Source: an optimization exercise on an open RTL-to-GDS flow (aim: small area). Production flows keep margins and buffers that such runs may drop. Only simulation tests tie the RTL to the original design; equivalence was not proved.

==> v3: inputs <==
// pio_regs_top
module pio_regs_top (
  input  logic                               clk,
  input  logic                               reset,
  input  logic                               sel,
  input  logic                               rw,
  input  logic [12-1:0]             addr,
  input  logic [32-1:0]             wdata,
  input  logic                               irq_set,
  input  logic [2:0]                         irq_index,
  input  logic                               irq_value,
  output logic [32-1:0]             rdata,
  output logic [4-1:0]           sm_enable,
  output logic [$clog2(32)-1:0] instr_waddr,
  output logic [16-1:0]            instr_wdata,
  output logic                               instr_we
);
==> module pio_regs_top, before the edit <==
module pio_regs_top (
  input  logic                               clk,
  input  logic                               reset,
  input  logic                               sel,
  input  logic                               rw,
  input  logic [12-1:0]             addr,
  input  logic [32-1:0]             wdata,
  input  logic                               irq_set,
  input  logic [2:0]                         irq_index,
  input  logic                               irq_value,
  output logic [32-1:0]             rdata,
  output logic [4-1:0]           sm_enable,
  output logic [$clog2(32)-1:0] instr_waddr,
  output logic [16-1:0]            instr_wdata,
  output logic                               instr_we
);
  localparam int NF = 5;
  localparam logic [NF*32-1:0] MASKS = {
    32'hFFFF_FFFF, 32'h0000_FFFF, 32'hFFFF_0000,
    32'h7FFF_FF9F, 32'hFFFF_FF00
  };
  localparam logic [NF*32-1:0] RSTS = {
    32'h1400_0000, 32'h0, 32'h000C_0000,
    32'h0001_F000, 32'h0001_0000
  };
  localparam logic [NF*12-1:0] OFS = {
    12'h014, 12'h010, 12'h008,
    12'h004, 12'h000
  };
  logic [5:0] dec;
  logic [6:0] imem_ofs;
  assign imem_ofs = addr[6:0] - 7'h48;
  always_comb begin
    dec = 6'b011100;
    if (addr == 12'h000) dec = 6'b010100;
    if (addr == 12'h030)  dec = 6'b010101;
    if (addr >= 12'h048 && addr < 12'h0C8 && addr[1:0] == 2'b00)
      dec = {1'b1, imem_ofs[6:2]};
    for (int m = 0; m < 4; m++)
      for (int f = 0; f < NF; f++)
        if (addr == 12'h0C8 + 12'(m) * 12'h018 + OFS[f*12 +: 12])
          dec = {1'b0, 3'(f), 2'(m)};
  end
  logic        req_wr, req_rd, rst_pend;
  logic [5:0]  code;
  logic [31:0] wd;
  always_ff @(posedge clk or posedge reset) begin
    if (reset) begin
      req_wr   <= 1'b0;
      req_rd   <= 1'b0;
      rst_pend <= 1'b1;
      wd       <= '0;
    end else begin
      req_wr   <= sel & rw;
      req_rd   <= sel & ~rw;
      rst_pend <= 1'b0;
      wd       <= wdata;
    end
  end
  always_ff @(posedge clk) code <= dec;
  logic [NF*4-1:0] hit;
  logic hit_ctrl, hit_irq, hit_imem;
  for (genvar r = 0; r < NF*4; r++) begin : g_hit
    assign hit[r] = (code == 6'(r));
  end
  assign hit_ctrl = (code == 6'b010100);
  assign hit_irq  = (code == 6'b010101);
  assign hit_imem = code[5];
  logic [NF*4*32-1:0] q;
  for (genvar m = 0; m < 4; m++) begin : g_sm
    for (genvar f = 0; f < NF; f++) begin : g_fld
      logic en;
      localparam int R = f*4 + m;
      assign en = (req_wr & hit[R]) | rst_pend;
      for (genvar b = 0; b < 32; b++) begin : g_bit
        if (MASKS[f*32+b]) begin : g_st
          always_ff @(posedge clk)
            if (en) q[R*32+b] <= wd[b] | (rst_pend & RSTS[f*32+b]);
        end else begin : g_zero
          assign q[R*32+b] = 1'b0;
        end
      end
    end
  end
  logic [3:0] ctrl_q;
  logic [7:0] irq_q;
  always_ff @(posedge clk or posedge reset) begin
    if (reset) begin
      ctrl_q   <= '0;
      irq_q    <= '0;
      instr_we <= 1'b0;
    end else begin
      instr_we <= req_wr & hit_imem;
      if (req_wr & hit_ctrl) ctrl_q <= wd[3:0];
      if (req_wr & hit_irq) irq_q <= wd[7:0];
      else if (irq_set) irq_q[irq_index] <= irq_value;
    end
  end
  assign sm_enable = ctrl_q;
  always_ff @(posedge clk) begin
    instr_waddr <= code[4:0];
    instr_wdata <= wd[15:0];
  end
  logic [31:0] rd_word;
  always_comb begin
    rd_word = {28'b0, {4{hit_ctrl}} & ctrl_q} | {24'b0, {8{hit_irq}} & irq_q};
    for (int r = 0; r < NF*4; r++)
      rd_word = rd_word | ({32{hit[r]}} & q[r*32 +: 32]);
  end
  always_ff @(posedge clk or posedge reset) begin
    if (reset) rdata <= '0;
    else if (req_rd) rdata <= rd_word;
  end
endmodule
clock: 5.0 ns
lec_check: 0
cap_margin: 20
core_margin: 2
core_utilization: 60
cts_buf_list: sky130_fd_sc_hd__clkbuf_4
slew_margin: 20
run.sh (not shown) runs the stock make flow with config.mk's settings and CLKGATE_MAP_FILE= SYNTH_SCRIPT=/design/flow/synth_recipe.tcl, a recipe that flattens the netlist after the stock synthesis.
==> inputs of v13, as changes to v3 <==
==> flow/flow/run.sh (new file) <==
#!/bin/bash
# The standard layout (standard.sh, with its unchanged synthesis) with two changes:
# the port buffers use the smallest buffer cell, and CTS adds no dummy loads.
# The make output goes to make.log here; ORFS keeps each step's log under orfs/logs/.
set -euo pipefail
cd "$(dirname "$0")/.."
CTS="-sink_clustering_enable -repair_clock_nets -buf_list sky130_fd_sc_hd__clkbuf_16"
CTS="$CTS -sink_clustering_size 30 -sink_clustering_max_diameter 80 -dont_use_dummy_load"
bash standard.sh \
  "BUFFER_PORTS_ARGS=-buffer_cell sky130_fd_sc_hd__buf_1" \
  "CTS_ARGS=$CTS" \
  finish > make.log 2>&1
==> flow/standard.sh (new file) <==
#!/bin/bash
# synth_recipe.tcl (not shown) runs the flow's synth.tcl, then flattens the netlist and writes it again
# the make line also repeats each setting of config.mk as NAME=value (left out here)
make -C /OpenROAD-flow-scripts/flow DESIGN_CONFIG=/design/flow/config.mk WORK_HOME=/design/flow/orfs CLKGATE_MAP_FILE= SYNTH_SCRIPT=/design/flow/synth_recipe.tcl "${@:-finish}"
--- a/flow/config.mk
+++ b/flow/config.mk
@@ -8,5 +8,4 @@
 export CAP_MARGIN = 20
 export CORE_MARGIN = 2
 export CORE_UTILIZATION = 60
-export CTS_BUF_LIST = sky130_fd_sc_hd__clkbuf_4
 export SLEW_MARGIN = 20
removed: flow/run.sh
==> inputs of v12, as changes to v3 <==
--- a/flow/design.v
+++ b/flow/design.v
@@ -58,6 +58,84 @@
   } pio_target_e;
 endpackage
 `timescale 1ns/10ps
+module pio_read_mux #(
+  parameter int              N    = 1,
+  parameter logic [N*32-1:0] MASK = '1
+) (
+  input  logic [N-1:0]    sel,
+  input  logic [N*32-1:0] d,
+  output logic [31:0]     y
+);
+  function automatic int count(input int b);
+    count = 0;
+    for (int r = 0; r < N; r++) count += MASK[r*32 + b];
+  endfunction
+  function automatic int nth(input int b, input int k);
+    int c;
+    c = 0;
+    nth = 0;
+    for (int r = 0; r < N; r++)
+      if (MASK[r*32 + b]) begin
+        if (c == k) nth = r;
+        c++;
+      end
+  endfunction
+  for (genvar b = 0; b < 32; b++) begin : g_bit
+    localparam int C = count(b);
+    localparam int G = C / 3;
+    localparam int P = C - 3*G;
+    logic [G-1:0] t;
+    logic [P:0]   pa, pb;   
+    for (genvar g = 0; g < G; g++) begin : g_grp
+      localparam int R0 = nth(b, 3*g);
+      localparam int R1 = nth(b, 3*g + 1);
+      localparam int R2 = nth(b, 3*g + 2);
+      pio_aoi222 u_aoi (
+        .a1(sel[R0]), .b1(d[R0*32 + b]),
+        .a2(sel[R1]), .b2(d[R1*32 + b]),
+        .a3(sel[R2]), .b3(d[R2*32 + b]),
+        .y(t[g]));
+    end
+    for (genvar k = 0; k < P; k++) begin : g_pair
+      localparam int RK = nth(b, 3*G + k);
+      assign pa[k] = sel[RK];
+      assign pb[k] = d[RK*32 + b];
+    end
+    assign pa[P] = 1'b0;
+    assign pb[P] = 1'b0;
+    if (P == 0) begin : g_nand
+      pio_nand_n #(.M(G)) u_or (.t(t), .y(y[b]));
+    end else begin : g_tail
+      pio_or_tail #(.M(G), .P(P)) u_or (.t(t), .a(pa[P-1:0]), .b(pb[P-1:0]), .y(y[b]));
+    end
+  end
+endmodule
+module pio_aoi222 (
+  input  logic a1, b1, a2, b2, a3, b3,
+  output logic y
+);
+  assign y = ~((a1 & b1) | (a2 & b2) | (a3 & b3));
+endmodule
+module pio_or_tail #(
+  parameter int M = 2,
+  parameter int P = 1
+) (
+  input  logic [M-1:0] t,
+  input  logic [P-1:0] a,
+  input  logic [P-1:0] b,
+  output logic         y
+);
+  assign y = ~&t | |(a & b);
+endmodule
+module pio_nand_n #(
+  parameter int M = 2
+) (
+  input  logic [M-1:0] t,
+  output logic         y
+);
+  assign y = ~&t;
+endmodule
+`timescale 1ns/10ps
 module pio_regs_top (
   input  logic                               clk,
   input  logic                               reset,
@@ -87,22 +165,13 @@
     12'h014, 12'h010, 12'h008,
     12'h004, 12'h000
   };
-  logic [5:0] dec;
-  logic [6:0] imem_ofs;
-  assign imem_ofs = addr[6:0] - 7'h48;
-  always_comb begin
-    dec = 6'b011100;
-    if (addr == 12'h000) dec = 6'b010100;
-    if (addr == 12'h030)  dec = 6'b010101;
-    if (addr >= 12'h048 && addr < 12'h0C8 && addr[1:0] == 2'b00)
-      dec = {1'b1, imem_ofs[6:2]};
-    for (int m = 0; m < 4; m++)
-      for (int f = 0; f < NF; f++)
-        if (addr == 12'h0C8 + 12'(m) * 12'h018 + OFS[f*12 +: 12])
-          dec = {1'b0, 3'(f), 2'(m)};
-  end
+  localparam logic [6:0] W_CTRL = 7'(12'h000 >> 2);
+  localparam logic [6:0] W_IRQ  = 7'(12'h030 >> 2);
+  localparam logic [6:0] W_IMEM = 7'(12'h048 >> 2);
+  localparam logic [6:0] W_SM   = 7'(12'h0C8 >> 2);
   logic        req_wr, req_rd, rst_pend;
-  logic [5:0]  code;
+  logic        req_ok;
+  logic [6:0]  req_w;
   logic [31:0] wd;
   always_ff @(posedge clk or posedge reset) begin
     if (reset) begin
@@ -117,15 +186,19 @@
       wd       <= wdata;
     end
   end
-  always_ff @(posedge clk) code <= dec;
+  always_ff @(posedge clk) begin
+    req_ok <= (addr[11:9] == 3'b000) && (addr[1:0] == 2'b00);
+    req_w  <= addr[8:2];
+  end
   logic [NF*4-1:0] hit;
   logic hit_ctrl, hit_irq, hit_imem;
   for (genvar r = 0; r < NF*4; r++) begin : g_hit
-    assign hit[r] = (code == 6'(r));
-  end
-  assign hit_ctrl = (code == 6'b010100);
-  assign hit_irq  = (code == 6'b010101);
-  assign hit_imem = code[5];
+    localparam logic [6:0] WR = W_SM + 7'((r % 4) * (12'h018 >> 2)) + 7'(OFS[(r/4)*12 +: 12] >> 2);
+    assign hit[r] = req_ok && (req_w == WR);
+  end
+  assign hit_ctrl = req_ok && (req_w == W_CTRL);
+  assign hit_irq  = req_ok && (req_w == W_IRQ);
+  assign hit_imem = req_ok && (req_w >= W_IMEM) && (req_w < W_IMEM + 7'(32));
   logic [NF*4*32-1:0] q;
   for (genvar m = 0; m < 4; m++) begin : g_sm
     for (genvar f = 0; f < NF; f++) begin : g_fld
@@ -158,17 +231,21 @@
   end
   assign sm_enable = ctrl_q;
   always_ff @(posedge clk) begin
-    instr_waddr <= code[4:0];
+    instr_waddr <= 5'(req_w - W_IMEM);
     instr_wdata <= wd[15:0];
   end
   logic [31:0] rd_word;
-  always_comb begin
-    rd_word = {28'b0, {4{hit_ctrl}} & ctrl_q} | {24'b0, {8{hit_irq}} & irq_q};
-    for (int r = 0; r < NF*4; r++)
-      rd_word = rd_word | ({32{hit[r]}} & q[r*32 +: 32]);
-  end
+  function automatic logic [(NF*4+3)*32-1:0] rd_masks();
+    for (int r = 0; r < NF*4; r++) rd_masks[r*32 +: 32] = MASKS[(r/4)*32 +: 32];
+    rd_masks[NF*4*32 +: 96] = {32'hFFFF_FFFF, 32'h0000_00FF, 32'h0000_000F};
+  endfunction
+  pio_read_mux #(.N(NF*4 + 3), .MASK(rd_masks())) u_read_mux (
+    .sel ({~req_rd, {(NF*4+2){req_rd}} & {hit_irq, hit_ctrl, hit}}),
+    .d   ({rdata, 24'b0, irq_q, 28'b0, ctrl_q, q}),
+    .y   (rd_word)
+  );
   always_ff @(posedge clk or posedge reset) begin
     if (reset) rdata <= '0;
-    else if (req_rd) rdata <= rd_word;
-  end
-endmodule
+    else rdata <= rd_word;
+  end
+endmodule
==> flow/flow/run.sh (new file) <==
#!/bin/bash
# The standard layout (standard.sh, with its unchanged synthesis) with two changes:
# the port buffers use the smallest buffer cell, and CTS adds no dummy loads.
# The make output goes to make.log here; ORFS keeps each step's log under orfs/logs/.
set -euo pipefail
cd "$(dirname "$0")/.."
CTS="-sink_clustering_enable -repair_clock_nets -buf_list sky130_fd_sc_hd__clkbuf_8"
CTS="$CTS -sink_clustering_size 21 -sink_clustering_max_diameter 55 -dont_use_dummy_load"
bash standard.sh \
  "BUFFER_PORTS_ARGS=-buffer_cell sky130_fd_sc_hd__buf_1" \
  "CTS_ARGS=$CTS" \
  finish > make.log 2>&1
==> flow/standard.sh (new file) <==
#!/bin/bash
# synth_recipe.tcl (not shown) runs the flow's synth.tcl, then flattens the netlist and writes it again
# the make line also repeats each setting of config.mk as NAME=value (left out here)
make -C /OpenROAD-flow-scripts/flow DESIGN_CONFIG=/design/flow/config.mk WORK_HOME=/design/flow/orfs CLKGATE_MAP_FILE= SYNTH_SCRIPT=/design/flow/synth_recipe.tcl "${@:-finish}"
--- a/flow/config.mk
+++ b/flow/config.mk
@@ -7,6 +7,8 @@
 export LEC_CHECK = 0
 export CAP_MARGIN = 20
 export CORE_MARGIN = 2
-export CORE_UTILIZATION = 60
-export CTS_BUF_LIST = sky130_fd_sc_hd__clkbuf_4
+export CORE_UTILIZATION = 75
+export PLACE_DENSITY = 0.8
 export SLEW_MARGIN = 20
+export SYNTH_HIERARCHICAL = 1
+export SYNTH_MINIMUM_KEEP_SIZE = 0
removed: flow/run.sh
==> inputs of v11, as changes to v3 <==
--- a/flow/config.mk
+++ b/flow/config.mk
@@ -8,5 +8,7 @@
 export CAP_MARGIN = 20
 export CORE_MARGIN = 2
 export CORE_UTILIZATION = 60
-export CTS_BUF_LIST = sky130_fd_sc_hd__clkbuf_4
+export CTS_BUF_LIST = sky130_fd_sc_hd__clkbuf_16
+export CTS_CLUSTER_DIAMETER = 80
+export CTS_CLUSTER_SIZE = 30
 export SLEW_MARGIN = 20
==> summary.txt <==
quantity	v11	v12	v13	v3
Syn. warnings	165	171	165	165
Clock buffers	26	37	26	231
Fmax	0.263 GHz	0.320 GHz	0.274 GHz	0.267 GHz
Detailed Routing Iterations Pass 1	5	10	5	6
Worst Setup Slack post-DPL	1.23 ns	1.97 ns	1.42 ns	1.23 ns
Fraction of area in multi-input gates	0.189	0.153	0.196	0.180
Placement Rows	69	59	69	69
R2r endpoint	q[146]$_DFFE_PP_	rdata[4]$_DFF_PP0_	q[547]$_DFFE_PP_	q[154]$_DFFE_PP_
Via count of the first global-routing pass	11,900	11,500	11,700	13,000
Detailed Route Iter0 Violations	1,278	2,493	1,304	1,349
Result of the run	complete, no violations	complete, no violations	complete, no violations	complete, no violations
Worst slew margin relative to its limit	0.280	0.254	0.301	0.265
Count of inverters other than clock inverters in the layout	7	12	7	7
Compound-cell area share of the yosys netlist	0.0959	0.103	0.0959	0.0959
Area delta synth->final	11.3%	8.26%	7.66%	16.8%
Worst Reg2Reg Path Length in Cells	4	7	5	4
Critical path startpoint	code[2]$_SDFF_PP0_	req_w[3]$_DFF_P_	code[4]$_SDFF_PP1_	code[2]$_SDFF_PP0_
Synth Area in Adders	0.00292	0.00377	0.00292	0.00292
Total number of nets in the final design	1,388	1,244	1,390	1,508

## static timing again, ports no longer ideal
In the flow no input, the clock included, has a driving cell. The finished layouts below were timed again as built, in two steps.
Step 1 assumes that a clkbuf_16 drives the clock port and a buf_2 every other input.
Step 2 moves the port delays by t, midway between the first and last clock arrival at a register: inputs arrive t later, outputs are due t later. That takes back most of the time a late clock gives input paths.
Three values: ideal, step 1, step 2; two values: the first two.
run	shift t [ns]	slack for setup (ns)	worst setup path after step 2
v3	0.861	1.257 / 1.257 / 1.257	register to register
v13	0.609	1.353 / 1.353 / 1.353	register to register
v12	0.601	1.875 / 1.875 / 1.875	register to register
v11	0.620	1.192 / 1.192 / 1.192	register to register
After both steps setup and hold are still met in every run listed.
